What follows belongs to an exercise in optimizing a design on an open flow for small area; a production flow would make more cautious choices. The RTL was checked by simulation tests, not by an equivalence proof against the original design. Power is estimated from default activity; no workload was simulated.

**flow/standard.sh**
```bash
#!/bin/bash
# synth_recipe.tcl (not shown) runs the flow's synth.tcl, then flattens the netlist and writes it again
# the make line also repeats each setting of config.mk as NAME=value (left out here)
make -C /OpenROAD-flow-scripts/flow DESIGN_CONFIG=/design/flow/config.mk WORK_HOME=/design/flow/orfs CLKGATE_MAP_FILE= SYNTH_SCRIPT=/design/flow/synth_recipe.tcl "${@:-finish}"
```
**flow/config.mk**
```make
export PLATFORM = sky130hd
export DESIGN_NAME = pe_unit
export DESIGN_NICKNAME = pe_unit
export VERILOG_FILES = /design/flow/design.v
export SDC_FILE = /design/flow/constraint.sdc
export NUM_CORES = 4
export LEC_CHECK = 0
export CAP_MARGIN = 20
export CORE_MARGIN = 2
export CORE_UTILIZATION = 55
export PLACE_DENSITY = 0.65
export SLEW_MARGIN = 20
export SYNTH_HIERARCHICAL = 1
export SYNTH_MINIMUM_KEEP_SIZE = 0
```
**flow/constraint.sdc**
```tcl
create_clock -name core_clock -period 6.0 [get_ports {clk}]
set_input_delay 1.2000 -clock core_clock [delete_from_list [all_inputs] [get_ports {clk}]]
set_output_delay 1.2000 -clock core_clock [all_outputs]
set_load 0.01 [all_outputs]
```
**flow/design.v**
```verilog
package pe_pkg;
    typedef logic signed [8-1:0] pe_word_t;
    typedef logic signed [8-1:0] pe_coord_t;
    typedef logic [4*8-1:0] pe_word_vec_t;
    typedef logic [4*8-1:0] pe_coord_vec_t;
    typedef logic [4*4*8-1:0] pe_word_grid_t;
    typedef logic [4*4*8-1:0] pe_coord_grid_t;
    typedef enum logic [1:0] {
        PE_IDLE,
        PE_LOAD_WEIGHT,
        PE_LOAD_FEATURE
    } pe_state_e;
endpackage
`timescale 1ns/100ps
module pe_fa (
    input  logic a,
    input  logic b,
    input  logic c,
    output logic s,
    output logic co
);
    assign s  = a ^ b ^ c;
    assign co = (a & b) | (a & c) | (b & c);
endmodule
module pe_ha (
    input  logic a,
    input  logic b,
    output logic s,
    output logic co
);
    assign s  = a ^ b;
    assign co = a & b;
endmodule
module pe_sub (
    input  logic [7:0] nr,
    input  logic [7:0] w,
    input  logic       nv,
    output logic [7:0] y
);
    logic [7:0] ns;
    logic [7:0] nc;
    assign ns[0] = nr[0] ^ w[0];
    assign nc[1] = nr[0] & w[0];
    for (genvar i = 1; i < 7; i++) begin : g_bit
        pe_fa u_fa (.a(nr[i]), .b(w[i]), .c(nc[i]), .s(ns[i]), .co(nc[i+1]));
    end
    assign ns[7] = nr[7] ^ w[7] ^ nc[7];
    assign nc[0] = 1'b0;
    assign y = ~(ns | {8{nv}});
endmodule
`timescale 1ns/100ps
module pe_unit (
    input  logic                   clk,
    input  logic                   rst,
    input  logic                   in_valid,
    input  logic [7:0]             weight_value,
    input  logic [7:0]             weight_row,
    input  logic [7:0]             weight_col,
    input  logic [31:0]            feature_value,
    input  logic [31:0]            feature_row,
    input  logic [31:0]            feature_col,
    input  logic [15:0]            in_channel,
    input  logic [15:0]            frame_len,
    output logic                   out_valid,
    output logic [127:0]           data_out,
    output logic [127:0]           data_out_row,
    output logic [127:0]           data_out_col,
    output logic [15:0]            out_channel
);
    logic [15:0] rem;
    logic [2:0]  cnt;       
    logic        first;
    logic [2:0]  idx;
    assign first = (rem == 16'd0);
    assign idx   = first ? 3'd0 : cnt;
    always_ff @(posedge clk or posedge rst) begin
        if (rst) begin
            rem <= '0;
            cnt <= '0;
        end else if (in_valid) begin
            rem <= (first ? frame_len : rem) - 16'd1;
            cnt <= (idx == 3'd4) ? 3'd4 : idx + 3'd1;
        end
    end
    logic        v1, v2;
    logic        emit1, emit2;
    logic        load1, load2;
    logic [1:0]  slot1, slot2;
    logic [7:0]  wv1, wr1, wc1, wr2, wc2;
    logic [31:0] fv1, fr1, fc1, fv2, fr2, fc2;
    logic [15:0] ch1, ch2;
    always_ff @(posedge clk or posedge rst) begin
        if (rst) begin
            v1 <= 1'b0;
            v2 <= 1'b0;
        end else begin
            v1 <= in_valid;
            v2 <= v1;
        end
    end
    always_ff @(posedge clk) begin
        emit1 <= idx[2] | (idx[1] & idx[0]);
        load1 <= ~idx[2];
        slot1 <= idx[1:0];
        wv1 <= weight_value;
        wr1 <= weight_row;
        wc1 <= weight_col;
        fv1 <= feature_value;
        fr1 <= ~feature_row;     
        fc1 <= ~feature_col;
        ch1 <= in_channel;
        emit2 <= emit1;
        load2 <= load1;
        slot2 <= slot1;
        wr2 <= wr1;
        wc2 <= wc1;
        fv2 <= fv1;
        fr2 <= fr1;
        fc2 <= fc1;
        ch2 <= ch1;
    end
    logic [31:0] w_v;
    for (genvar s = 0; s < 4; s++) begin : g_wvslot
        always_ff @(posedge clk) begin
            if (v1 && load1 && slot1 == 2'(s)) begin
                w_v[8*s +: 8] <= wv1;
            end
        end
    end
    logic [31:0] w_r, w_c;
    for (genvar s = 0; s < 4; s++) begin : g_wslot
        always_ff @(posedge clk) begin
            if (v2 && load2 && slot2 == 2'(s)) begin
                w_r[8*s +: 8] <= wr2;
                w_c[8*s +: 8] <= wc2;
            end
        end
    end
    logic [95:0]  win_v;
    logic [127:0] win_r, win_c;
    always_ff @(posedge clk) begin
        if (v2) begin
            win_v <= {win_v[63:0], fv2};
            win_r <= {win_r[95:0], fr2};
            win_c <= {win_c[95:0], fc2};
        end
    end
    logic [127:0] prod_d, prod_q;
    for (genvar i = 0; i < 4; i++) begin : g_pslot
        for (genvar j = 0; j < 4; j++) begin : g_plane
            logic [7:0] b;
            if (i == 0) begin : g_new
                assign b = fv2[8*j +: 8];
            end else begin : g_old
                assign b = win_v[32*(i-1) + 8*j +: 8];
            end
            logic [7:0] a, q;
            assign a = w_v[8*i +: 8];
            assign prod_d[8*(4*i+j) +: 8] = q;
                wire p1 = ~(a[0] & b[1]);
                wire p2 = ~(a[0] & b[2]);
                wire p3 = ~(a[0] & b[3]);
                wire p4 = ~(a[0] & b[4]);
                wire p5 = ~(a[0] & b[5]);
                wire p6 = ~(a[0] & b[6]);
                wire p7 = a[0] & b[7];
                wire p8 = ~(a[1] & b[0]);
                wire p9 = ~(a[1] & b[1]);
                wire p10 = ~(a[1] & b[2]);
                wire p11 = ~(a[1] & b[3]);
                wire p12 = ~(a[1] & b[4]);
                wire p13 = ~(a[1] & b[5]);
                wire p14 = ~(a[1] & b[6]);
                wire p15 = a[1] & b[7];
                wire p16 = ~(a[2] & b[0]);
                wire p17 = ~(a[2] & b[1]);
                wire p18 = ~(a[2] & b[2]);
                wire p19 = ~(a[2] & b[3]);
                wire p20 = ~(a[2] & b[4]);
                wire p21 = ~(a[2] & b[5]);
                wire p22 = ~(a[2] & b[6]);
                wire p23 = a[2] & b[7];
                wire p24 = ~(a[3] & b[0]);
                wire p25 = ~(a[3] & b[1]);
                wire p26 = ~(a[3] & b[2]);
                wire p27 = ~(a[3] & b[3]);
                wire p28 = ~(a[3] & b[4]);
                wire p29 = ~(a[3] & b[5]);
                wire p30 = ~(a[3] & b[6]);
                wire p31 = a[3] & b[7];
                wire p32 = ~(a[4] & b[0]);
                wire p33 = ~(a[4] & b[1]);
                wire p34 = ~(a[4] & b[2]);
                wire p35 = ~(a[4] & b[3]);
                wire p36 = ~(a[4] & b[4]);
                wire p37 = ~(a[4] & b[5]);
                wire p38 = ~(a[4] & b[6]);
                wire p39 = a[4] & b[7];
                wire p40 = ~(a[5] & b[0]);
                wire p41 = ~(a[5] & b[1]);
                wire p42 = ~(a[5] & b[2]);
                wire p43 = ~(a[5] & b[3]);
                wire p44 = ~(a[5] & b[4]);
                wire p45 = ~(a[5] & b[5]);
                wire p46 = ~(a[5] & b[6]);
                wire p47 = ~(a[6] & b[0]);
                wire p48 = ~(a[6] & b[1]);
                wire p49 = ~(a[6] & b[2]);
                wire p50 = ~(a[6] & b[3]);
                wire p51 = ~(a[6] & b[4]);
                wire p52 = ~(a[6] & b[5]);
                wire p53 = a[7] & b[0];
                wire p54 = a[7] & b[1];
                wire p55 = a[7] & b[2];
                wire p56 = a[7] & b[3];
                wire p57 = a[7] & b[4];
                wire s58 = p1 ^ p8;
                wire c59 = ~(p1 | p8);
                logic s60, c61;
                pe_fa u_s60 (.a(p2), .b(p9), .c(p16), .s(s60), .co(c61));
                wire s62 = ~(c59 ^ s60);
                wire c63 = c59 & ~s60;
                logic s64, c65;
                pe_fa u_s64 (.a(p3), .b(p10), .c(p17), .s(s64), .co(c65));
                logic s66, c67;
                pe_fa u_s66 (.a(p24), .b(c61), .c(s64), .s(s66), .co(c67));
                wire s68 = ~(c63 ^ s66);
                wire c69 = c63 & ~s66;
                logic s70, c71;
                pe_fa u_s70 (.a(p4), .b(p11), .c(p18), .s(s70), .co(c71));
                logic s72, c73;
                pe_fa u_s72 (.a(p25), .b(p32), .c(c65), .s(s72), .co(c73));
                logic s74, c75;
                pe_fa u_s74 (.a(s70), .b(c67), .c(s72), .s(s74), .co(c75));
                wire s76 = ~(c69 ^ s74);
                wire c77 = c69 & ~s74;
                logic s78, c79;
                pe_fa u_s78 (.a(p5), .b(p12), .c(p19), .s(s78), .co(c79));
                logic s80, c81;
                pe_fa u_s80 (.a(p26), .b(p33), .c(p40), .s(s80), .co(c81));
                logic s82, c83;
                pe_fa u_s82 (.a(c71), .b(s78), .c(s80), .s(s82), .co(c83));
                logic s84, c85;
                pe_fa u_s84 (.a(c73), .b(s82), .c(c75), .s(s84), .co(c85));
                wire s86 = ~(c77 ^ s84);
                wire c87 = c77 & ~s84;
                logic s88, c89;
                pe_fa u_s88 (.a(p6), .b(p13), .c(p20), .s(s88), .co(c89));
                logic s90, c91;
                pe_fa u_s90 (.a(p27), .b(p34), .c(p41), .s(s90), .co(c91));
                logic s92, c93;
                pe_fa u_s92 (.a(p47), .b(c79), .c(c81), .s(s92), .co(c93));
                logic s94, c95;
                pe_fa u_s94 (.a(s88), .b(s90), .c(c83), .s(s94), .co(c95));
                logic s96, c97;
                pe_fa u_s96 (.a(s92), .b(s94), .c(c85), .s(s96), .co(c97));
                wire s98 = ~(c87 ^ s96);
                wire c99 = c87 & ~s96;
                logic s100, c101;
                pe_fa u_s100 (.a(p14), .b(p21), .c(p28), .s(s100), .co(c101));
                logic s102, c103;
                pe_fa u_s102 (.a(p35), .b(p42), .c(p48), .s(s102), .co(c103));
                logic s104, c105;
                pe_fa u_s104 (.a(p7), .b(p53), .c(c89), .s(s104), .co(c105));
                logic s106, c107;
                pe_fa u_s106 (.a(c91), .b(s100), .c(s102), .s(s106), .co(c107));
                logic s108, c109;
                pe_fa u_s108 (.a(c93), .b(s104), .c(s106), .s(s108), .co(c109));
                logic s110, c111;
                pe_fa u_s110 (.a(c95), .b(s108), .c(c97), .s(s110), .co(c111));
                wire s112 = ~(c99 ^ s110);
                wire c113 = c99 & ~s110;
                logic s114, c115;
                pe_fa u_s114 (.a(p22), .b(p29), .c(p36), .s(s114), .co(c115));
                logic s116, c117;
                pe_fa u_s116 (.a(p43), .b(p49), .c(p15), .s(s116), .co(c117));
                logic s118, c119;
                pe_fa u_s118 (.a(p54), .b(c101), .c(c103), .s(s118), .co(c119));
                logic s120, c121;
                pe_fa u_s120 (.a(s114), .b(s116), .c(c105), .s(s120), .co(c121));
                logic s122, c123;
                pe_fa u_s122 (.a(c107), .b(s118), .c(s120), .s(s122), .co(c123));
                logic s124, c125;
                pe_fa u_s124 (.a(c109), .b(s122), .c(c111), .s(s124), .co(c125));
                wire s126 = c113 ^ s124;
                wire c127 = ~(c113 | s124);
                logic s128, c129;
                pe_fa u_s128 (.a(p30), .b(p37), .c(p44), .s(s128), .co(c129));
                logic s130, c131;
                pe_fa u_s130 (.a(p50), .b(p23), .c(p55), .s(s130), .co(c131));
                logic s132, c133;
                pe_fa u_s132 (.a(c115), .b(c117), .c(s128), .s(s132), .co(c133));
                logic s134, c135;
                pe_fa u_s134 (.a(s130), .b(c119), .c(s132), .s(s134), .co(c135));
                logic s136, c137;
                pe_fa u_s136 (.a(c121), .b(s134), .c(c123), .s(s136), .co(c137));
                wire n138 = ~c113;
                logic s139, c140;
                pe_fa u_s139 (.a(s136), .b(n138), .c(c125), .s(s139), .co(c140));
                wire s141 = ~(c127 ^ s139);
                wire c142 = c127 & ~s139;
                logic s143, c144;
                pe_fa u_s143 (.a(p38), .b(p45), .c(p51), .s(s143), .co(c144));
                logic s145, c146;
                pe_fa u_s145 (.a(p31), .b(p56), .c(c129), .s(s145), .co(c146));
                logic s147, c148;
                pe_fa u_s147 (.a(c131), .b(s143), .c(c133), .s(s147), .co(c148));
                logic s149, c150;
                pe_fa u_s149 (.a(s145), .b(c135), .c(s147), .s(s149), .co(c150));
                logic s151, c152;
                pe_fa u_s151 (.a(s149), .b(c137), .c(c140), .s(s151), .co(c152));
                wire s153 = ~(c142 ^ s151);
                wire c154 = c142 & ~s151;
                wire s155 = p46 ^ p52 ^ p39;
                wire s156 = p57 ^ c144 ^ s155;
                wire s157 = s156 ^ c146 ^ c148;
                wire s158 = s157 ^ c150 ^ c152;
                wire s159 = c154 ^ s158;
                assign q[0] = s76;
                assign q[1] = s86;
                assign q[2] = s98;
                assign q[3] = s112;
                assign q[4] = s126;
                assign q[5] = s141;
                assign q[6] = s153;
                assign q[7] = s159;
        end
    end
    always_ff @(posedge clk) begin
        prod_q <= prod_d;
    end
    always_ff @(posedge clk or posedge rst) begin
        if (rst) begin
            out_valid   <= 1'b0;
            out_channel <= '0;
        end else begin
            out_valid <= v2 & emit2;
            if (v2 & emit2) out_channel <= ch2;
        end
    end
    logic nov;
    assign nov = ~out_valid;
    for (genvar k = 0; k < 128; k++) begin : g_dbit
        if (8'b01111111 >> (k % 8) & 1) begin : g_true
            assign data_out[k] = prod_q[k] & out_valid;
        end else begin : g_inv
            assign data_out[k] = ~(prod_q[k] | nov);
        end
    end
    for (genvar i = 0; i < 4; i++) begin : g_slot
        for (genvar j = 0; j < 4; j++) begin : g_lane
            pe_sub u_row (
                .nr (win_r[32*i + 8*j +: 8]),
                .w  (w_r[8*i +: 8]),
                .nv (nov),
                .y  (data_out_row[8*(4*i+j) +: 8])
            );
            pe_sub u_col (
                .nr (win_c[32*i + 8*j +: 8]),
                .w  (w_c[8*i +: 8]),
                .nv (nov),
                .y  (data_out_col[8*(4*i+j) +: 8])
            );
        end
    end
endmodule
```
**flow/flow/run.sh**
```bash
#!/bin/bash
# The standard layout (standard.sh), with two changes that only save cells:
# every port buffer is made from the smallest buffer cell instead of the one
# buffer_ports picks by default, and clock tree synthesis adds no dummy loads.
set -o pipefail
export BUFFER_PORTS_ARGS="-buffer_cell sky130_fd_sc_hd__buf_1"
export CTS_ARGS="-sink_clustering_enable -repair_clock_nets -dont_use_dummy_load"
cp standard.sh standard.sh.txt
bash standard.sh > standard.log 2>&1
```
==> summary.md, run 1 <==
| Metric | Value |
|---|---|
| Row count | `111` |
| Yosys top cell by area | `fa_1` |
| Count of final max-slew check failures | `0` |
| Dpl hpwl | `94000 um` |
| Area growth syn-to-layout | `12.3%` |
| Worst VDD drop | `0.000466 V` |
| Yosys warning total | `7` |
| Cell Pwr Density | `402 nW/um^2` |
| Hold_buf cts | `0` |
| Vias per cell | `5.31` |
| Vias | `30.0k` |
| Max Cap Violations | `0` |
| Placed cells | `5546` |
| Total negative setup slack | `0 ns` |
| Synth top area cells | `fa_1 (32%), edfxtp_1 (27%), dfxtp_1 (16%)` |
| GR Util All Layers | `26.5%` |
| CTS HTree Levels | `3` |
| Worst Slack Setup Final | `0.182 ns` |
| Detailed Routing Iterations Pass 1 | `6` |
| Crit Path Class | `reg2out` |
| TritonCTS clock tree | `done` |
| Non-filler cells in the finished layout | `5650` |
| Dpl cell area | `54400 um^2` |
| Total grt overflow | `0` |
| Synth Register Bits | `886` |
| TritonCTS Buffers | `93` |
| Post-synth EDFFs | `448` |
| Synth top area share | `31.7%` |
| Io pins | `556` |
| Core Region | `91400 um^2` |
| Max Clk Rate | `172 MHz` |
| Worst path slowest cell | `edfxtp_1` |
| CP Capture Type | `output port` |
| FF-to-FF Start | `w_v[24]$_DFFE_PP_` |
| Initial antenna violation count | `5` |
| Final hold slack | `0.293 ns` |
| Post-synth ARST share | `4.29%` |
| Status | `timing/DRC/antenna clean` |
| Largest net degree at the start of global routing | `162` |
| Commonest cells post-synth | `fa_1 (800), nand2_1 (793), edfxtp_1 (448)` |
| Post-route cell area | `56800 um^2` |
| Hold Vio Cnt, Final | `0` |
| Max_slew headroom | `25.3%` |
| Fin crit share | `97.0%` |
| Clk sinks | `886` |
| Post-cts sizing count | `0` |
| Clock skew | `0.0663 ns` |
| Hold crit path type | `reg2reg` |
| Nets@finish | `5562` |
| Die W | `307 um` |
| Setup Buffers After CTS | `0` |
| Avg WL per Cell | `21.4 um` |
| Synthesized Nets | `4992` |
| Top_reg_cell synth | `edfxtp_1` |
| Top cell by count, worst path | `fa_1` |
| Worst R2R Setup Slack | `0.35 ns` |
| Drt first-iter violations | `2351` |
| Worst endpoint data arrival time | `4.62 ns` |
| PortBufs | `555` |
| RSZ-0062 raised after global routing | `false` |
| Worst setup startpoint | `w_c[24]$_DFFE_PP_` |
| Clock transition at path regs | `0.05 ns` |
| Synth Instances | `3889` |
| Die Area | `94400 um^2` |
| Top cell family by delay on the critical path | `adder cells` |
| Mapped Area | `50600 um^2` |
| CP cell instances | `ha_1, fa_1, fa_1, fa_1, fa_1, fa_1, fa_1, xor3_1, nor2_1, buf_1` |
| Min Tclk post-route | `5.82 ns` |
| Routability congestion estimate | `0.912` |
| Routed wire length | `121000 um` |
| Antenna-violating nets left | `0` |
| Largest stage delay, worst path | `0.45 ns` |
| Distinct cells, synth | `60` |
| Number of remaining DRC errors | `0` |
| Min-Delay Startpoint | `emit1$_DFF_P_` |
| Register area share after synthesis | `44.3%` |
| Crit Path Max Fanout | `4` |
| Worst-Skew Late Latency | `0.66 ns` |
| Share of cells above drive strength 1 | `5.74%` |
| Most numerous cell in the Yosys netlist | `fa_1` |
| CTS Root Cell | `clkbuf_16` |
| First-pass GRT wire length | `187000 um` |
| Dpl ws | `0.264 ns` |
| CTS Buffer Depth | `3` |
| Vias in the first global route | `32.1k` |
| Buf+Inv Stages, Crit Path | `1` |
| CP Data Required Time | `4.80 ns` |
| Starting Density | `55.3%` |
| Avg Cell Area, Syn | `13.0 um^2` |
| Die height | `307 um` |
| Startpoint types | `register` |
| Slew of the pin with the lowest slew margin | `1.12 ns` |
| Leak Pwr | `21.9 nW` |
| Final setup fails | `0` |
-- sequential cells by signal, indices dropped and copies added, names as in the netlist, 16 cells and up --
signal / count
prod_q: 128
win_c: 128
win_r: 128
win_v: 96
fc1: 32
fc2: 32
fr1: 32
fr2: 32
fv1: 32
fv2: 32
w_c: 32
w_r: 32
w_v: 32
ch1: 16
ch2: 16
out_channel: 16
rem: 16
-- placed cells by master (no fill, tap or decap), types with 3 or more instances in the layout --
| master | netlist | layout |
|---|---|---|
| a211oi_1 | 3 | 3 |
| a21o_1 | 4 | 4 |
| a21oi_1 | 8 | 8 |
| a22o_1 | 3 | 3 |
| a31o_2 | 3 | 3 |
| a31oi_1 | 3 | 3 |
| and2_1 | 240 | 240 |
| and3_1 | 5 | 5 |
| buf_1 | 41 | 555 |
| buf_12 | 0 | 10 |
| buf_4 | 0 | 110 |
| clkbuf_16 | 0 | 93 |
| dfrtp_1 | 38 | 36 |
| dfxtp_1 | 400 | 400 |
| diode_2 | 0 | 7 |
| edfxtp_1 | 448 | 448 |
| fa_1 | 800 | 800 |
| ha_1 | 148 | 148 |
| inv_1 | 201 | 201 |
| mux2_2 | 18 | 18 |
| mux2i_1 | 4 | 4 |
| nand2_1 | 793 | 793 |
| nand3_1 | 5 | 5 |
| nand4_1 | 5 | 5 |
| nor2_1 | 299 | 297 |
| nor3_1 | 11 | 8 |
| nor3_2 | 2 | 5 |
| nor4_1 | 21 | 21 |
| o21ai_0 | 9 | 9 |
| or3_1 | 7 | 7 |
| xnor2_1 | 129 | 129 |
| xor2_1 | 17 | 17 |
| xor3_1 | 32 | 32 |
-- Yosys stat by module, one instance, submodules excluded --
module / cells inside / copies in the design / flops+latches / area, um^2
pe_unit: 2737 / 1 / 886 / 32300
pe_sub: 11 / 32 / 0 / 70.1
pe_fa: 1 / 800 / 0 / 20.0
-- logic make-up after synthesis --
family                   count (synthesis)  share of synthesized area, %
flip-flops                             886                          44.3
AND/OR/NAND/NOR                       1403                          12.1
adder cells (fa/ha/maj)                948                          35.3
buffers and inverters                  403                          3.00
AO/OA/AOI/OAI                           49                         0.718
multiplexers                            22                         0.480
XOR/XNOR                               178                          4.03
-- layer usage --
layer / global-route usage (%) / vias up / part of all wire [%]
met4: 12.5 / 2 / 5.3
met2: 42.3 / 1201 / 48
met5: 0 / - / 0.014
met3: 5.37 / 290 / 7.1
met1: 35.3 / 15200 / 40
li1: - / 13300 / -
-- report_power, final --
part | switching [W] | internal [W]
Combinational | 0.00555 | 0.00455
Clock | 0.00213 | 0.00270
Sequential | 0.000540 | 0.00738
-- worst register-to-register path, stage by stage, from the launching register on --
cell      delay (ns)
edfxtp_1        0.77
nand2_1         0.18
fa_1            0.54
fa_1            0.40
fa_1            0.41
fa_1            0.39
fa_1            0.39
fa_1            0.39
fa_1            0.39
fa_1            0.39
fa_1            0.49
inv_1           0.04
ha_1            0.19
xnor2_1         0.18
xnor2_1         0.15
xnor2_1         0.15
xnor2_1         0.08
-- cell type report --
type | count | area (um^2)
Tap cell | 1186 | 1480
Clock buffer | 93 | 2330
Multi-Input combinational cell | 2600 | 26600
Antenna cell | 7 | 17.5
Inverter | 203 | 769
Fill cell | 7200 | 34600
Sequential cell | 886 | 22400
Timing Repair Buffer | 675 | 3110
-- path summary, 6_finish.rpt --
path / end / depth (start not counted)
min in group asynchronous: out_channel[14]$_DFFE_PP0P_ / 3
setup / recovery: data_out_col[127] / 10
max in group asynchronous: out_valid$_DFF_PP0_ / 3
hold reg to reg: emit2$_DFF_P_ / 0
setup reg to reg: prod_q[103]$_DFF_P_ / 16
hold / removal: emit2$_DFF_P_ / 0
-- through the flow --
step | power, W | utilization [%]
after detailed placement | 0.0182 | 59.5
after CTS | 0.0232 | 62.0
after floorplan | 0.0150 | -
final | 0.0228 | 62.1
after global placement | 0.0181 | 59.5
after global routing | 0.0248 | 62.1
==> run 2, diff against run 1 <==
--- a/flow/flow/run.sh
+++ b/flow/flow/run.sh
@@ -4,6 +4,6 @@
 # buffer_ports picks by default, and clock tree synthesis adds no dummy loads.
 set -o pipefail
 export BUFFER_PORTS_ARGS="-buffer_cell sky130_fd_sc_hd__buf_1"
-export CTS_ARGS="-sink_clustering_enable -repair_clock_nets -dont_use_dummy_load"
+export CTS_ARGS="-sink_clustering_enable -repair_clock_nets -dont_use_dummy_load -sink_clustering_size 30 -sink_clustering_max_diameter 100"
 cp standard.sh standard.sh.txt
 bash standard.sh > standard.log 2>&1
==> run 2 against run 1 <==
Still clean. Global-route usage fell by 0.52 points. First-iteration DRC count fell by 2.8%. Synthesized cell count unchanged. Critical endpoint unchanged.
==> summary.md, run 2 <==
| Metric | Value |
|---|---|
| Max Cap Violations | `0` |
| Commonest cells post-synth | `fa_1 (800), nand2_1 (793), edfxtp_1 (448)` |
| Crit Path Max Fanout | `4` |
| Drt first-iter violations | `2286` |
| Mapped Area | `50600 um^2` |
| Worst endpoint data arrival time | `4.61 ns` |
| Vias | `29.5k` |
| Worst-Skew Late Latency | `0.64 ns` |
| Min Tclk post-route | `5.81 ns` |
| Count of final max-slew check failures | `0` |
| Max_slew headroom | `29.3%` |
| CP Data Required Time | `4.80 ns` |
| Slew of the pin with the lowest slew margin | `1.06 ns` |
| Largest stage delay, worst path | `0.48 ns` |
| Register area share after synthesis | `44.3%` |
| Clock skew | `0.0725 ns` |
| Detailed Routing Iterations Pass 1 | `6` |
| Hold crit path type | `reg2reg` |
| Avg WL per Cell | `21.4 um` |
| Avg Cell Area, Syn | `13.0 um^2` |
| Startpoint types | `register` |
| Die Area | `94400 um^2` |
| Top cell family by delay on the critical path | `adder cells` |
| Fin crit share | `96.9%` |
| Top cell by count, worst path | `fa_1` |
| Io pins | `556` |
| Max Clk Rate | `172 MHz` |
| Top_reg_cell synth | `edfxtp_1` |
| CTS Buffer Depth | `3` |
| Synthesized Nets | `4992` |
| Placed cells | `5546` |
| Nets@finish | `5514` |
| Post-cts sizing count | `0` |
| Crit Path Class | `reg2out` |
| CTS Root Cell | `clkbuf_16` |
| Hold Vio Cnt, Final | `0` |
| Die W | `307 um` |
| Clock transition at path regs | `0.11 ns` |
| Starting Density | `55.3%` |
| Leak Pwr | `21.2 nW` |
| RSZ-0062 raised after global routing | `false` |
| Area growth syn-to-layout | `9.77%` |
| Commonest non-fill, non-tap cell in the layout | `fa_1` |
| Status | `timing/DRC/antenna clean` |
| Cell Pwr Density | `378 nW/um^2` |
| Worst path slowest cell | `edfxtp_1` |
| CP cell instances | `ha_1, fa_1, fa_1, fa_1, fa_1, fa_1, fa_1, xor3_1, nor2_1, buf_1` |
| TritonCTS clock tree | `done` |
| Dpl cell area | `54400 um^2` |
| Vias per cell | `5.27` |
| CP Capture Type | `output port` |
| Die height | `307 um` |
| Total grt overflow | `0` |
| Post-synth EDFFs | `448` |
| PortBufs | `555` |
| Filler cells | `7356` |
| Synth top area cells | `fa_1 (32%), edfxtp_1 (27%), dfxtp_1 (16%)` |
| Synth top area share | `31.7%` |
| Core Region | `91400 um^2` |
| Post-route cell area | `55500 um^2` |
| Worst VDD drop | `0.000462 V` |
| Share of cells above drive strength 1 | `4.72%` |
| First-pass GRT wire length | `184000 um` |
| Finished Core Util | `60.7%` |
| Final setup fails | `0` |
| TritonCTS Buffers | `40` |
| Yosys top cell by area | `fa_1` |
| Hold_buf cts | `0` |
| CTS HTree Levels | `2` |
| Buf+Inv Stages, Crit Path | `1` |
| GR Util All Layers | `26.0%` |
| Yosys warning total | `7` |
| Routed wire length | `120000 um` |
| Vias in the first global route | `31.4k` |
| Number of remaining DRC errors | `0` |
| Synth Instances | `3889` |
| Dpl hpwl | `94000 um` |
| Post-synth ARST share | `4.29%` |
| Dpl ws | `0.264 ns` |
| Largest regs | `prod_q: 128 flops, win_c: 128 flops, win_r: 128 flops` |
| Most frequent cells in the layout | `fa_1 (800), nand2_1 (793), buf_1 (555), edfxtp_1 (448), dfxtp_1 (400)` |
| Antenna-violating nets left | `0` |
| Distinct cells, synth | `60` |
| Largest net degree at the start of global routing | `162` |
| Non-filler cells in the finished layout | `5600` |
| Initial antenna violation count | `4` |
| Routability congestion estimate | `0.912` |
| Worst Slack Setup Final | `0.189 ns` |
| Most numerous cell in the Yosys netlist | `fa_1` |
| Total negative setup slack | `0 ns` |
| Row count | `111` |
| Clk sinks | `886` |
| Synth Register Bits | `886` |
run 2: cell counts after synthesis:
Identical to the previous run, type by type.
run 2: power breakdown:
group / leakage [nW] / switching, W / internal [W] / total [W]
Clock: 0.493 / 0.00178 / 0.00120 / 0.00298
Sequential: 8.15 / 0.000537 / 0.00737 / 0.00790
Combinational: 12.6 / 0.00555 / 0.00455 / 0.0101
run 2: kinds of logic after synthesis:
| kind of cell | share of synthesized area [%] |
|---|---|
| AND/OR/NAND/NOR | 12.1 |
| adder cells (fa/ha/maj) | 35.3 |
| flip-flops | 44.3 |
| buffers and inverters | 3.00 |
| XOR/XNOR | 4.03 |
| AO/OA/AOI/OAI | 0.718 |
| multiplexers | 0.480 |
run 2: through the flow:
stage	power (W)	hold slack (ns)
after floorplan	0.0150	0.310
after global placement	0.0181	0.310
after detailed placement	0.0182	0.312
after CTS	0.0213	0.310
after global routing	0.0229	0.317
final	0.0210	0.306
run 2: per-module statistics from Yosys (local to each module, per instance):
| module | flip-flops and latches | cell area, um^2 | times used |
|---|---|---|---|
| pe_unit | 886 | 32300 | 1 |
| pe_fa | 0 | 20.0 | 800 |
| pe_sub | 0 | 70.1 | 32 |
run 2: worst paths after layout:
kind | from | endpoint | slack (ns) | depth (start not counted)
max in group asynchronous | rst | out_valid$_DFF_PP0_ | 4.96 | 3
min in group asynchronous | rst | out_channel[0]$_DFFE_PP0P_ | 0.64 | 3
worst min-delay path | wr1[7]$_DFF_P_ | wr2[7]$_DFF_P_ | 0.31 | 0
worst min register to register | wr1[7]$_DFF_P_ | wr2[7]$_DFF_P_ | 0.31 | 0
worst max-delay path | w_c[24]$_DFFE_PP_ | data_out_col[127] | 0.19 | 10
worst max register to register | w_v[25]$_DFFE_PP_ | prod_q[111]$_DFF_P_ | 0.41 | 17
run 2: layout make-up:
cell class	count	area, um^2	area share, %
clock buffer	40	1000	1.80
sequential	886	22400	40.4
timing repair buffer	680	3160	5.69
tap	1186	1480	2.67
antenna	5	12.5	0.0225
inverter	203	769	1.39
multi-input combinational	2600	26600	48.0
run 2: routing by layer:
layer	share of wire, %	GRT usage (%)
met3	6.8	5.00
met1	40	35.2
met4	5.0	11.0
met5	0.011	0
met2	48	41.6
run 2: what timing repair did:
action,4_1_cts,5_1_grt
buffers inserted,0,9
endpoints found under the hold margin,0,0
endpoints found under the setup margin,0,8

separate check: timing with driven ports:
The results above use ideal ports. As a check the final layouts listed here were re-extracted and re-timed, cells and wires unchanged.
Step 1 sets driving cells, clkbuf_16 on the clock port and buf_2 on the other inputs (assumed; they add their load-dependent delay and slew).
Step 2, shift: input delay + t, output delay - t, t = (earliest + latest rising clock arrival at the registers) / 2. This alone moves slack from input paths to output paths.
a / b / c = ideal / step 1 / step 2; a / b = the first two.
run	t, ns	setup slack, ns	hold WS [ns]	latest minus earliest clock arrival (ns)	pins driven straight from the clock port
run 1	0.715	0.182 / 0.108 / 0.349	0.293 / 0.293 / 0.293	0.092 / 0.093	1
run 2	0.656	0.189 / 0.119 / 0.410	0.306 / 0.306 / 0.306	0.121 / 0.121	1
After both steps every run listed still meets setup and hold.
